From an optimization exercise on the open Yosys and OpenROAD flow, aimed at small area; shortcuts taken in it are not production practice.
Function was checked by simulation only, so behaviour that the tests miss may differ from the original.

the baseline:
Design velocity_step_boost_compensator_unit, start of the top module:
module velocity_step_boost_compensator_unit #(
  parameter int FRAC_BITS = 12
) (
  input  logic               clk_i,
  input  logic               rst_ni,
  input  logic               psel,
  input  logic               penable,
  input  logic               pwrite,
  input  logic [3:0]         paddr,
  input  logic [31:0]        pwdata,
  output logic [31:0]        prdata,
  output logic               pready,
  input  logic               in_valid_i,
  output logic               in_stall_o,
  input  logic signed [15:0] vel_x_i,
  input  logic signed [15:0] vel_y_i,
  output logic               out_valid_o,
  input  logic               out_stall_i,
  output logic signed [15:0] shaped_x_o,
  output logic signed [15:0] shaped_y_o,
  output logic               boosting_x_o,
  output logic               boosting_y_o
);
==> flow/config.mk <==
export PLATFORM = sky130hd
export DESIGN_NAME = velocity_step_boost_compensator_unit
export DESIGN_NICKNAME = velocity_step_boost_compensator_unit
export VERILOG_FILES = /design/flow/design.v
export SDC_FILE = /design/flow/constraint.sdc
export NUM_CORES = 4
export LEC_CHECK = 0
export ABC_AREA = 1
export CAP_MARGIN = 20
export CORE_MARGIN = 2
export CORE_UTILIZATION = 60
export PLACE_DENSITY = 0.7
export SLEW_MARGIN = 20
==> flow/constraint.sdc <==
create_clock -name core_clock -period 14.0 [get_ports {clk_i}]
set_input_delay 2.8000 -clock core_clock [delete_from_list [all_inputs] [get_ports {clk_i}]]
set_output_delay 2.8000 -clock core_clock [all_outputs]
set_load 0.01 [all_outputs]
standard.sh (not shown) runs the stock make flow with config.mk's settings and CLKGATE_MAP_FILE= SYNTH_SCRIPT=/design/flow/synth_recipe.tcl, a recipe that flattens the netlist after the stock synthesis.
==> flow/flow/run.sh <==
#!/bin/bash
# The standard layout (standard.sh), with these changes:
#  - synthesis runs yosys synth with -noabc (no early abc -fast pass) and uses
#    an area-oriented abc script (flow/abc_area.script) in place of ORFS's
#    abc_area.script;
#  - full-adder cells are extracted only in the multiplier module vsbc_mul,
#    which is kept as its own module until the final flatten
#    (SYNTH_KEEP_MODULES); elsewhere abc maps the adders with the other logic.
#    For this, ORFS's synth.tcl is copied with its extract_fa call given a
#    selection; the rest of synthesis is ORFS's own scripts, copied unchanged;
#  - the port buffers are the smallest buffer cell;
#  - clock tree synthesis uses larger sink clusters, only clkbuf_8 clock buffers,
#    and leaves out dummy loads.
set -o pipefail
here=$(pwd)
mkdir -p "$here/scripts"
cp -r "$FLOW_HOME/scripts/." "$here/scripts/"
cp "$here/flow/abc_area.script" "$here/scripts/abc_area.script"
sed -i 's/^  extract_fa {\*}\[dont_use_extract_fa_args\]$/  extract_fa {*}[dont_use_extract_fa_args] -fa vsbc_mul/' "$here/scripts/synth.tcl"
grep -q 'extract_fa {\*}\[dont_use_extract_fa_args\] -fa vsbc_mul' "$here/scripts/synth.tcl" || { echo "synth.tcl patch failed"; exit 1; }

SYNTH_KEEP_MODULES=vsbc_mul SYNTH_ARGS="-noabc" SCRIPTS_DIR="$here/scripts" bash standard.sh synth 2>&1 | tee synth.log || exit 1

export BUFFER_PORTS_ARGS="-buffer_cell sky130_fd_sc_hd__buf_1"
export CTS_ARGS="-sink_clustering_enable -repair_clock_nets -dont_use_dummy_load -sink_clustering_size 14 -sink_clustering_max_diameter 50 -buf_list {sky130_fd_sc_hd__clkbuf_8}"
bash standard.sh 2>&1 | tee standard.log
==> flow/flow/abc_area.script <==
strash
&get -n
&deepsyn -T 150
&put
dch -f
amap
strash
dc2
dch -f
amap
strash
dc2
dch -f
amap
topo
The baseline | stages: all done | timing, DRC, antenna: all pass
Modified inputs, the candidate compared to the baseline
Settings: CORE_UTILIZATION changed from 60 to 80; PLACE_DENSITY changed from 0.7 to 0.88.
--- outcome ---
- Against the baseline, routed wire length in the candidate rose by a few percent.
- Relative to the baseline, the met3 track demand over resource in global routing of the candidate is higher by 10 points.
- Die size: the candidate is under the baseline
- From the baseline to the candidate the numbers moved as follows: met1 track utilization from global routing picked up an extra 12 points, fraction of area in registers picked up an extra 0.28 points, summed area of non-filler cells in the final layout lost 1.0%, data required time at the worst endpoint neither gained nor lost much.
- Across both runs, total clock buffers created by CTS was lower for the candidate than for the baseline.
- A uppermost layer routed of met5 is what the candidate shows, while met4 belongs to the baseline.
- Critical path's largest stage delay: the candidate vs the baseline up 0.03 ns

separate check: timing with driven ports:
The results above use ideal ports. As a check the final layouts listed here were re-extracted and re-timed, cells and wires unchanged.
Step 1 (the two cells are an assumption about what drives the block):
set clk [get_ports {clk_i}]
set_driving_cell -lib_cell sky130_fd_sc_hd__clkbuf_16 $clk
set_driving_cell -lib_cell sky130_fd_sc_hd__buf_2 [delete_from_list [all_inputs] $clk]
Step 2 also shifts input and output timing later by t, the mid clock arrival at the registers, as if the neighbouring blocks saw the same clock.
Three values: ideal ports, drivers, drivers and shift; two values: the first two.
| run | shift t [ns] | setup WS [ns] | clock arrival spread, ns |
|---|---|---|---|
| the baseline | 0.640 | 0.983 / 0.983 / 0.983 | 0.083 / 0.082 |
| the candidate | 0.639 | 0.560 / 0.560 / 0.560 | 0.091 / 0.091 |
After both steps every run listed still meets setup and hold.
